This design comes from an exercise in tuning for small area, a short achievable clock period and few clock cycles per item on the open sky130 flow, not from production work. Function was checked by simulation only, so behaviour that the tests miss may differ from the original. Power is estimated from default activity; no workload was simulated.

==> inputs of wip/juniper <==
==> flow/design.v <==
`timescale 1ns / 1ps
package lkv_pkg;
  localparam int unsigned KEY_W = 32;
  localparam int unsigned CAP_W = 5;
  localparam logic [CAP_W-1:0] CAP_RESET  = 5'd16;
  localparam logic [KEY_W-1:0] MISS_VALUE = 32'hFFFF_FFFF;
  localparam logic OP_GET = 1'b0;
  localparam logic OP_PUT = 1'b1;
  typedef enum logic [1:0] {
    ST_IDLE,
    ST_LOOK,
    ST_COMMIT
  } lkv_state_e;
  typedef struct packed {
    logic ready;    
    logic look;     
    logic commit;   
    logic shift;    
    logic evict;    
  } lkv_ctl_t;
endpackage
`timescale 1ns / 1ps
module lkv_cell (
  input  logic             clk_i,
  input  logic             shift_i,
  input  logic             live_i,
  input  logic [lkv_pkg::KEY_W-1:0] probe_i,
  input  logic [lkv_pkg::KEY_W-1:0] key_i,
  input  logic [lkv_pkg::KEY_W-1:0] value_i,
  output logic [lkv_pkg::KEY_W-1:0] key_o,
  output logic [lkv_pkg::KEY_W-1:0] value_o,
  output logic             match_o
);
  logic [lkv_pkg::KEY_W-1:0] key_q;
  logic [lkv_pkg::KEY_W-1:0] value_q;
  always_ff @(posedge clk_i) begin
    if (shift_i) begin
      key_q   <= key_i;
      value_q <= value_i;
    end
  end
  assign match_o = live_i && (key_q == probe_i);
  assign key_o   = key_q;
  assign value_o = value_q;
endmodule
`timescale 1ns / 1ps
module lkv_ctrl #(
  parameter int unsigned MAX_ENTRIES = 16
) (
  input  logic                      clk_i,
  input  logic                      rst_ni,
  input  logic                      ins_i,       
  input  logic                      cfg_we_i,
  input  logic [lkv_pkg::CAP_W-1:0] cfg_data_i,
  output logic [MAX_ENTRIES-1:0]    live_o,      
  output logic [MAX_ENTRIES-1:0]    ins_mask_o,  
  output logic [MAX_ENTRIES-1:0]    tail_o,      
  output logic                      full_o
);
  logic [lkv_pkg::CAP_W-1:0] cap_q;
  logic [MAX_ENTRIES-1:0]    live_q;
  logic                      full_q;
  always_comb begin
    tail_o = '0;
    if (cap_q == '0) begin
      tail_o[0] = 1'b1;
    end else if (32'(cap_q) > MAX_ENTRIES) begin
      tail_o[MAX_ENTRIES-1] = 1'b1;
    end else begin
      for (int i = 0; i < MAX_ENTRIES; i++) begin
        if (32'(cap_q) == i + 1) tail_o[i] = 1'b1;
      end
    end
  end
  assign full_o     = full_q;
  assign ins_mask_o = full_q ? live_q : {live_q[MAX_ENTRIES-2:0], 1'b1};
  assign live_o     = live_q;
  always_ff @(posedge clk_i or negedge rst_ni) begin
    if (!rst_ni) begin
      cap_q  <= lkv_pkg::CAP_RESET;
      live_q <= '0;
      full_q <= 1'b0;
    end else if (cfg_we_i) begin
      cap_q  <= cfg_data_i;
      live_q <= '0;
      full_q <= 1'b0;
    end else if (ins_i) begin
      live_q <= ins_mask_o;
      full_q <= |(ins_mask_o & tail_o);
    end
  end
endmodule
`timescale 1ns / 1ps
module lru_key_value_cache #(
  parameter int unsigned MAX_ENTRIES = 16
) (
  input  logic             clk_i,
  input  logic             rst_ni,
  input  logic             req_valid_i,
  output logic             req_ready_o,
  input  logic             req_op_i,
  input  logic [lkv_pkg::KEY_W-1:0] req_key_i,
  input  logic [lkv_pkg::KEY_W-1:0] req_value_i,
  output logic             rsp_valid_o,
  input  logic             rsp_ready_i,
  output logic             rsp_hit_o,
  output logic [lkv_pkg::KEY_W-1:0] rsp_read_value_o,
  output logic             rsp_evicted_o,
  output logic [lkv_pkg::KEY_W-1:0] rsp_evicted_key_o,
  input  logic             cfg_we_i,
  input  logic [lkv_pkg::CAP_W-1:0] cfg_data_i
);
  localparam int unsigned W = lkv_pkg::KEY_W;
  localparam int unsigned N = MAX_ENTRIES;
  logic [N-1:0]  a_raw;
  logic [N-1:0]  a_match;
  logic          a_same;
  logic          b_valid_q;
  logic          b_op_q;
  logic [W-1:0]  b_key_q;
  logic [W-1:0]  b_val_q;
  logic [N-1:0]  b_match_q;
  logic          commit;
  logic          o_valid_q;
  logic          o_hit_q;
  logic [W-1:0]  o_rd_q;
  logic          o_ev_q;
  logic [W-1:0]  o_evk_q;
  logic          s_valid_q;
  logic          ready_q;
  logic          s_hit_q;
  logic          s_op_q;
  logic          s_ev_q;
  logic [W-1:0]  s_data_q;
  logic          pop;
  logic [N-1:0]  live;
  logic [N-1:0]  ins_mask;
  logic [N-1:0]  tail;
  logic          full;
  logic [N-1:0]  upto;
  logic [N-1:0]  shift;
  logic [W-1:0]  cell_key [N];
  logic [W-1:0]  cell_val [N];
  logic [W-1:0]  hit_val;
  logic [W-1:0]  lru_key;
  logic [W-1:0]  head_val;
  logic          hit;
  logic          put;
  logic          ins;
  logic          evict;
  logic [W-1:0]  n_rd;
  logic [W-1:0]  n_evk;
  logic [W-1:0]  n_data;
  assign commit      = !s_valid_q;
  assign req_ready_o = ready_q;
  always_ff @(posedge clk_i or negedge rst_ni) begin
    if (!rst_ni) begin
      b_valid_q <= 1'b0;
    end else if (commit) begin
      b_valid_q <= req_valid_i;
    end
  end
  always_ff @(posedge clk_i) begin
    if (commit) begin
      b_op_q    <= req_op_i;
      b_key_q   <= req_key_i;
      b_val_q   <= req_value_i;
      b_match_q <= a_match;
    end
  end
  lkv_ctrl #(
    .MAX_ENTRIES (N)
  ) u_ctrl (
    .clk_i      (clk_i),
    .rst_ni     (rst_ni),
    .ins_i      (ins),
    .cfg_we_i   (cfg_we_i),
    .cfg_data_i (cfg_data_i),
    .live_o     (live),
    .ins_mask_o (ins_mask),
    .tail_o     (tail),
    .full_o     (full)
  );
  assign put      = (b_op_q == lkv_pkg::OP_PUT);
  assign hit      = |b_match_q;
  assign ins      = b_valid_q && commit && put && !hit;
  assign evict    = put && !hit && full;
  assign head_val = put ? b_val_q : hit_val;
  always_comb begin
    upto[N-1] = b_match_q[N-1];
    for (int i = N - 2; i >= 0; i--) begin
      upto[i] = upto[i+1] | b_match_q[i];
    end
  end
  for (genvar i = 0; i < N; i++) begin : g_cell
    logic [W-1:0] nb_key;
    logic [W-1:0] nb_val;
    assign shift[i] = b_valid_q && commit && (upto[i] || (put && !hit && ins_mask[i]));
    if (i == 0) begin : g_head
      assign nb_key = b_key_q;
      assign nb_val = head_val;
    end else begin : g_body
      assign nb_key = cell_key[i-1];
      assign nb_val = cell_val[i-1];
    end
    lkv_cell u_cell (
      .clk_i   (clk_i),
      .shift_i (shift[i]),
      .live_i  (live[i]),
      .probe_i (req_key_i),
      .key_i   (nb_key),
      .value_i (nb_val),
      .key_o   (cell_key[i]),
      .value_o (cell_val[i]),
      .match_o (a_raw[i])
    );
  end
  assign a_same = (req_key_i == b_key_q);
  assign a_match[0] = shift[0] ? a_same : a_raw[0];
  for (genvar i = 1; i < N; i++) begin : g_fix
    assign a_match[i] = shift[i] ? a_raw[i-1] : a_raw[i];
  end
  always_comb begin
    hit_val = '0;
    lru_key = '0;
    for (int i = 0; i < N; i++) begin
      hit_val = hit_val | (cell_val[i] & {W{b_match_q[i]}});
      lru_key = lru_key | (cell_key[i] & {W{tail[i]}});
    end
  end
  assign n_rd   = put ? '0 : (hit ? hit_val : lkv_pkg::MISS_VALUE);
  assign n_evk  = evict ? lru_key : '0;
  assign n_data = put ? n_evk : n_rd;
  logic push;
  assign push = b_valid_q && commit;
  assign pop  = o_valid_q && rsp_ready_i;
  always_ff @(posedge clk_i or negedge rst_ni) begin
    if (!rst_ni) begin
      o_valid_q <= 1'b0;
      s_valid_q <= 1'b0;
      ready_q   <= 1'b1;
    end else begin
      if (pop || !o_valid_q) begin
        o_valid_q <= s_valid_q || push;
        s_valid_q <= 1'b0;
        ready_q   <= 1'b1;
      end else if (push) begin
        s_valid_q <= 1'b1;
        ready_q   <= 1'b0;
      end
    end
  end
  always_ff @(posedge clk_i) begin
    if (pop || !o_valid_q) begin
      if (s_valid_q) begin
        o_hit_q <= s_hit_q;
        o_rd_q  <= s_op_q ? '0 : s_data_q;
        o_ev_q  <= s_ev_q;
        o_evk_q <= s_op_q ? s_data_q : '0;
      end else begin
        o_hit_q <= hit;
        o_rd_q  <= n_rd;
        o_ev_q  <= evict;
        o_evk_q <= n_evk;
      end
    end
    if (push) begin
      s_hit_q  <= hit;
      s_op_q   <= put;
      s_ev_q   <= evict;
      s_data_q <= n_data;
    end
  end
  assign rsp_valid_o       = o_valid_q;
  assign rsp_hit_o         = o_hit_q;
  assign rsp_read_value_o  = o_rd_q;
  assign rsp_evicted_o     = o_ev_q;
  assign rsp_evicted_key_o = o_evk_q;
endmodule
==> flow/run.sh <==
#!/bin/bash
# synth_recipe.tcl (not shown) runs the flow's synth.tcl, then flattens the netlist and writes it again
# the make line also repeats each setting of config.mk as NAME=value (left out here)
make -C /OpenROAD-flow-scripts/flow DESIGN_CONFIG=/design/flow/config.mk WORK_HOME=/design/flow/orfs CLKGATE_MAP_FILE= SYNTH_SCRIPT=/design/flow/synth_recipe.tcl finish
==> flow/config.mk <==
export PLATFORM = sky130hd
export DESIGN_NAME = lru_key_value_cache
export DESIGN_NICKNAME = lru_key_value_cache
export VERILOG_FILES = /design/flow/design.v
export SDC_FILE = /design/flow/constraint.sdc
export NUM_CORES = 4
export LEC_CHECK = 0
export ABC_CLOCK_PERIOD_IN_PS = 2500
export CAP_MARGIN = 20
export CORE_MARGIN = 2
export CORE_UTILIZATION = 40
export CTS_CLUSTER_DIAMETER = 80
export CTS_CLUSTER_SIZE = 22
export SETUP_SLACK_MARGIN = 5.0
export SLEW_MARGIN = 20
==> flow/constraint.sdc <==
create_clock -name core_clock -period 8.0 [get_ports {clk_i}]
set_input_delay 1.6000 -clock core_clock [delete_from_list [all_inputs] [get_ports {clk_i}]]
set_output_delay 1.6000 -clock core_clock [all_outputs]
set_load 0.01 [all_outputs]
==> wip/quartz (differences from wip/juniper) <==
--- a/flow/config.mk
+++ b/flow/config.mk
@@ -11,4 +11,2 @@
 export CORE_UTILIZATION = 40
-export CTS_CLUSTER_DIAMETER = 80
-export CTS_CLUSTER_SIZE = 22
 export SETUP_SLACK_MARGIN = 5.0
==> wip/tundra (differences from wip/juniper) <==
==> flow/design.v, changed modules only <==
module lkv_ctrl #(
  parameter int unsigned MAX_ENTRIES = 16
) (
  input  logic                      clk_i,
  input  logic                      rst_ni,
  input  logic                      ins_i,       
  input  logic                      cfg_we_i,
  input  logic [lkv_pkg::CAP_W-1:0] cfg_data_i,
  output logic [MAX_ENTRIES-1:0]    live_o,      
  output logic [MAX_ENTRIES-1:0]    ins_mask_o,  
  output logic [MAX_ENTRIES-1:0]    tail_o,      
  output logic                      full_o
);
  logic [lkv_pkg::CAP_W-1:0] cap_q;
  logic [MAX_ENTRIES-1:0]    live_q;
  always_comb begin
    tail_o = '0;
    if (cap_q == '0) begin
      tail_o[0] = 1'b1;
    end else if (32'(cap_q) > MAX_ENTRIES) begin
      tail_o[MAX_ENTRIES-1] = 1'b1;
    end else begin
      for (int i = 0; i < MAX_ENTRIES; i++) begin
        if (32'(cap_q) == i + 1) tail_o[i] = 1'b1;
      end
    end
  end
  assign full_o     = |(live_q & tail_o);
  assign ins_mask_o = full_o ? live_q : {live_q[MAX_ENTRIES-2:0], 1'b1};
  assign live_o     = live_q;
  always_ff @(posedge clk_i or negedge rst_ni) begin
    if (!rst_ni) begin
      cap_q  <= lkv_pkg::CAP_RESET;
      live_q <= '0;
    end else if (cfg_we_i) begin
      cap_q  <= cfg_data_i;
      live_q <= '0;
    end else if (ins_i) begin
      live_q <= ins_mask_o;
    end
  end
endmodule
module lru_key_value_cache #(
  parameter int unsigned MAX_ENTRIES = 16
) (
  input  logic             clk_i,
  input  logic             rst_ni,
  input  logic             req_valid_i,
  output logic             req_ready_o,
  input  logic             req_op_i,
  input  logic [lkv_pkg::KEY_W-1:0] req_key_i,
  input  logic [lkv_pkg::KEY_W-1:0] req_value_i,
  output logic             rsp_valid_o,
  input  logic             rsp_ready_i,
  output logic             rsp_hit_o,
  output logic [lkv_pkg::KEY_W-1:0] rsp_read_value_o,
  output logic             rsp_evicted_o,
  output logic [lkv_pkg::KEY_W-1:0] rsp_evicted_key_o,
  input  logic             cfg_we_i,
  input  logic [lkv_pkg::CAP_W-1:0] cfg_data_i
);
  localparam int unsigned W = lkv_pkg::KEY_W;
  logic          a_valid_q;
  logic          a_op_q;
  logic [W-1:0]  a_key_q;
  logic [W-1:0]  a_val_q;
  logic          commit;
  logic          o_valid_q;
  logic          o_hit_q;
  logic [W-1:0]  o_rd_q;
  logic          o_ev_q;
  logic [W-1:0]  o_evk_q;
  logic          s_valid_q;
  logic          s_hit_q;
  logic          s_op_q;
  logic          s_ev_q;
  logic [W-1:0]  s_data_q;
  logic          pop;
  logic [MAX_ENTRIES-1:0] live;
  logic [MAX_ENTRIES-1:0] ins_mask;
  logic [MAX_ENTRIES-1:0] tail;
  logic                   full;
  logic [MAX_ENTRIES-1:0] match;
  logic [MAX_ENTRIES-1:0] upto;
  logic [MAX_ENTRIES-1:0] shift;
  logic [W-1:0]           cell_key [MAX_ENTRIES];
  logic [W-1:0]           cell_val [MAX_ENTRIES];
  logic [W-1:0]           hit_val;
  logic [W-1:0]           lru_key;
  logic [W-1:0]           head_val;
  logic                   hit;
  logic                   put;
  logic                   ins;
  logic                   evict;
  logic [W-1:0]  n_rd;
  logic [W-1:0]  n_evk;
  logic [W-1:0]  n_data;
  assign commit      = a_valid_q && !s_valid_q;
  assign req_ready_o = !a_valid_q || !s_valid_q;
  always_ff @(posedge clk_i or negedge rst_ni) begin
    if (!rst_ni) begin
      a_valid_q <= 1'b0;
    end else if (req_ready_o) begin
      a_valid_q <= req_valid_i;
    end
  end
  always_ff @(posedge clk_i) begin
    if (req_ready_o) begin
      a_op_q  <= req_op_i;
      a_key_q <= req_key_i;
      a_val_q <= req_value_i;
    end
  end
  lkv_ctrl #(
    .MAX_ENTRIES (MAX_ENTRIES)
  ) u_ctrl (
    .clk_i      (clk_i),
    .rst_ni     (rst_ni),
    .ins_i      (ins),
    .cfg_we_i   (cfg_we_i),
    .cfg_data_i (cfg_data_i),
    .live_o     (live),
    .ins_mask_o (ins_mask),
    .tail_o     (tail),
    .full_o     (full)
  );
  assign put      = (a_op_q == lkv_pkg::OP_PUT);
  assign hit      = |match;
  assign ins      = commit && put && !hit;
  assign evict    = put && !hit && full;
  assign head_val = put ? a_val_q : hit_val;
  always_comb begin
    upto[MAX_ENTRIES-1] = match[MAX_ENTRIES-1];
    for (int i = MAX_ENTRIES - 2; i >= 0; i--) begin
      upto[i] = upto[i+1] | match[i];
    end
  end
  for (genvar i = 0; i < MAX_ENTRIES; i++) begin : g_cell
    logic [W-1:0] nb_key;
    logic [W-1:0] nb_val;
    assign shift[i] = commit && (upto[i] || (put && !hit && ins_mask[i]));
    if (i == 0) begin : g_head
      assign nb_key = a_key_q;
      assign nb_val = head_val;
    end else begin : g_body
      assign nb_key = cell_key[i-1];
      assign nb_val = cell_val[i-1];
    end
    lkv_cell u_cell (
      .clk_i   (clk_i),
      .shift_i (shift[i]),
      .live_i  (live[i]),
      .probe_i (a_key_q),
      .key_i   (nb_key),
      .value_i (nb_val),
      .key_o   (cell_key[i]),
      .value_o (cell_val[i]),
      .match_o (match[i])
    );
  end
  always_comb begin
    hit_val = '0;
    lru_key = '0;
    for (int i = 0; i < MAX_ENTRIES; i++) begin
      hit_val = hit_val | (cell_val[i] & {W{match[i]}});
      lru_key = lru_key | (cell_key[i] & {W{tail[i]}});
    end
  end
  assign n_rd   = put ? '0 : (hit ? hit_val : lkv_pkg::MISS_VALUE);
  assign n_evk  = evict ? lru_key : '0;
  assign n_data = put ? n_evk : n_rd;
  assign pop = o_valid_q && rsp_ready_i;
  always_ff @(posedge clk_i or negedge rst_ni) begin
    if (!rst_ni) begin
      o_valid_q <= 1'b0;
      s_valid_q <= 1'b0;
    end else begin
      if (pop || !o_valid_q) begin
        o_valid_q <= s_valid_q || commit;
        s_valid_q <= 1'b0;
      end else if (commit) begin
        s_valid_q <= 1'b1;
      end
    end
  end
  always_ff @(posedge clk_i) begin
    if (pop || !o_valid_q) begin
      if (s_valid_q) begin
        o_hit_q <= s_hit_q;
        o_rd_q  <= s_op_q ? '0 : s_data_q;
        o_ev_q  <= s_ev_q;
        o_evk_q <= s_op_q ? s_data_q : '0;
      end else begin
        o_hit_q <= hit;
        o_rd_q  <= n_rd;
        o_ev_q  <= evict;
        o_evk_q <= n_evk;
      end
    end
    if (commit) begin
      s_hit_q  <= hit;
      s_op_q   <= put;
      s_ev_q   <= evict;
      s_data_q <= n_data;
    end
  end
  assign rsp_valid_o       = o_valid_q;
  assign rsp_hit_o         = o_hit_q;
  assign rsp_read_value_o  = o_rd_q;
  assign rsp_evicted_o     = o_ev_q;
  assign rsp_evicted_key_o = o_evk_q;
endmodule
--- a/flow/config.mk
+++ b/flow/config.mk
@@ -7,3 +7,2 @@
 export LEC_CHECK = 0
-export ABC_CLOCK_PERIOD_IN_PS = 2500
 export CAP_MARGIN = 20
@@ -11,5 +10,2 @@
 export CORE_UTILIZATION = 40
-export CTS_CLUSTER_DIAMETER = 80
-export CTS_CLUSTER_SIZE = 22
-export SETUP_SLACK_MARGIN = 5.0
 export SLEW_MARGIN = 20
==> wip/garnet (differences from wip/juniper) <==
--- a/flow/config.mk
+++ b/flow/config.mk
@@ -8,3 +8,3 @@
 export ABC_CLOCK_PERIOD_IN_PS = 2500
-export CAP_MARGIN = 20
+export CAP_MARGIN = 10
 export CORE_MARGIN = 2
@@ -14,2 +14,2 @@
 export SETUP_SLACK_MARGIN = 5.0
-export SLEW_MARGIN = 20
+export SLEW_MARGIN = 10
==> comparison table <==
item                                                                                   wip/juniper                    wip/tundra                    wip/garnet                    wip/quartz
DR iter-0 viols                                                                               7201                          8202                          7135                          7258
Worst setup slack after placement                                                          3280 ps                       1810 ps                       2900 ps                       3280 ps
Hold Path Sink                                                       g_cell[14].u_cell.value_q[24]  g_cell[13].u_cell.value_q[3]  g_cell[3].u_cell.value_q[16]  g_cell[2].u_cell.value_q[24]
Layout cells sized above 1                                                                   24.6%                         11.7%                         23.8%                         26.7%
Diodes inserted                                                                                  7                             5                             3                             2
Final Net Count                                                                               3659                          3661                          3639                          3728
Setup slack after layout                                                                   4880 ps                       1500 ps                       4840 ps                       4880 ps
Number of nets produced by synthesis                                                          3268                          3497                          3268                          3268
Sequential power                                                                         0.00938 W                     0.00724 W                     0.00938 W                     0.00939 W
Critical setup path kind                                                                   reg2reg                       reg2reg                        in2reg                        in2reg
Overall fraction of global-route tracks in use                                               34.3%                         32.9%                         34.4%                         34.8%
Area taken by multi-input logic gates                                                    16500 µm²                     14800 µm²                     16300 µm²                     16300 µm²
Clock buffer count from CTS                                                                     74                           130                            74                           134
Die boundary height                                                                         362 µm                        365 µm                        362 µm                        362 µm
Signed area change from the synthesized netlist to the final layout                          24.7%                         15.3%                         23.7%                         28.4%
Multiplexer fraction of the synthesized cell area                                            1.51%                         1.37%                         1.51%                         1.51%
Cells on worst reg2reg path                                                                      9                            12                            11                             8
Layout non-clock buf frac                                                                    9.38%                         4.05%                         8.98%                         9.01%
Worst hold slack across all endpoints                                                       449 ps                        437 ps                        446 ps                        434 ps
Netlist area before placement                                                            51300 µm²                     52300 µm²                     51300 µm²                     51300 µm²
Status                                                                    timing/DRC/antenna clean      timing/DRC/antenna clean      timing/DRC/antenna clean      timing/DRC/antenna clean
Count of filler cells inserted in the layout                                                 10400                         11200                         10600                         10300
Final HPWL DP                                                                            145000 µm                     150000 µm                     144000 µm                     145000 µm
Setup skew after layout                                                                    56.1 ps                       36.9 ps                       65.7 ps                       54.6 ps
Testbench counts of wip/juniper, summed over its fixed seeds: cycles 9,616, items 9,600.
Testbench counts of wip/quartz, summed over its fixed seeds: cycles 9,616, items 9,600.
Testbench counts of wip/tundra, summed over its fixed seeds: cycles 9,616, items 9,600.
Testbench counts of wip/garnet, summed over its fixed seeds: cycles 9,616, items 9,600.

## static timing again, ports no longer ideal
No port has a modelled driver above. Below, the same layouts with a new extraction and two added sets of constraints. Step 1 (the two cells are an assumption about what drives the block):
set clk [get_ports {clk_i}]
set_driving_cell -lib_cell sky130_fd_sc_hd__clkbuf_16 $clk
set_driving_cell -lib_cell sky130_fd_sc_hd__buf_2 [delete_from_list [all_inputs] $clk]
Step 2 times the ports against the registers' clock, not the clock port: input delays grow and output delays shrink by t, the midpoint of the rising clock arrivals with the driver on. Three values: ideal ports, drivers, drivers and shift; two values: the first two.
run | t (ns) | setup WS [ns] | hold WS [ns] | pins driven straight from the clock port
wip/juniper | 0.810 | 4.879 / 4.879 / 4.161 | 0.449 / 0.449 / 0.449 | 1
wip/quartz | 0.875 | 4.883 / 4.854 / 4.037 | 0.434 / 0.434 / 0.434 | 1
wip/tundra | 0.871 | 1.500 / 1.500 / 1.500 | 0.437 / 0.437 / 0.437 | 1
wip/garnet | 0.807 | 4.843 / 4.885 / 4.078 | 0.446 / 0.446 / 0.446 | 1
After both steps every run listed still meets setup and hold. The setup slack of wip/quartz, which loses most, moves by -0.029 ns with the drivers and by -0.846 ns with both steps.
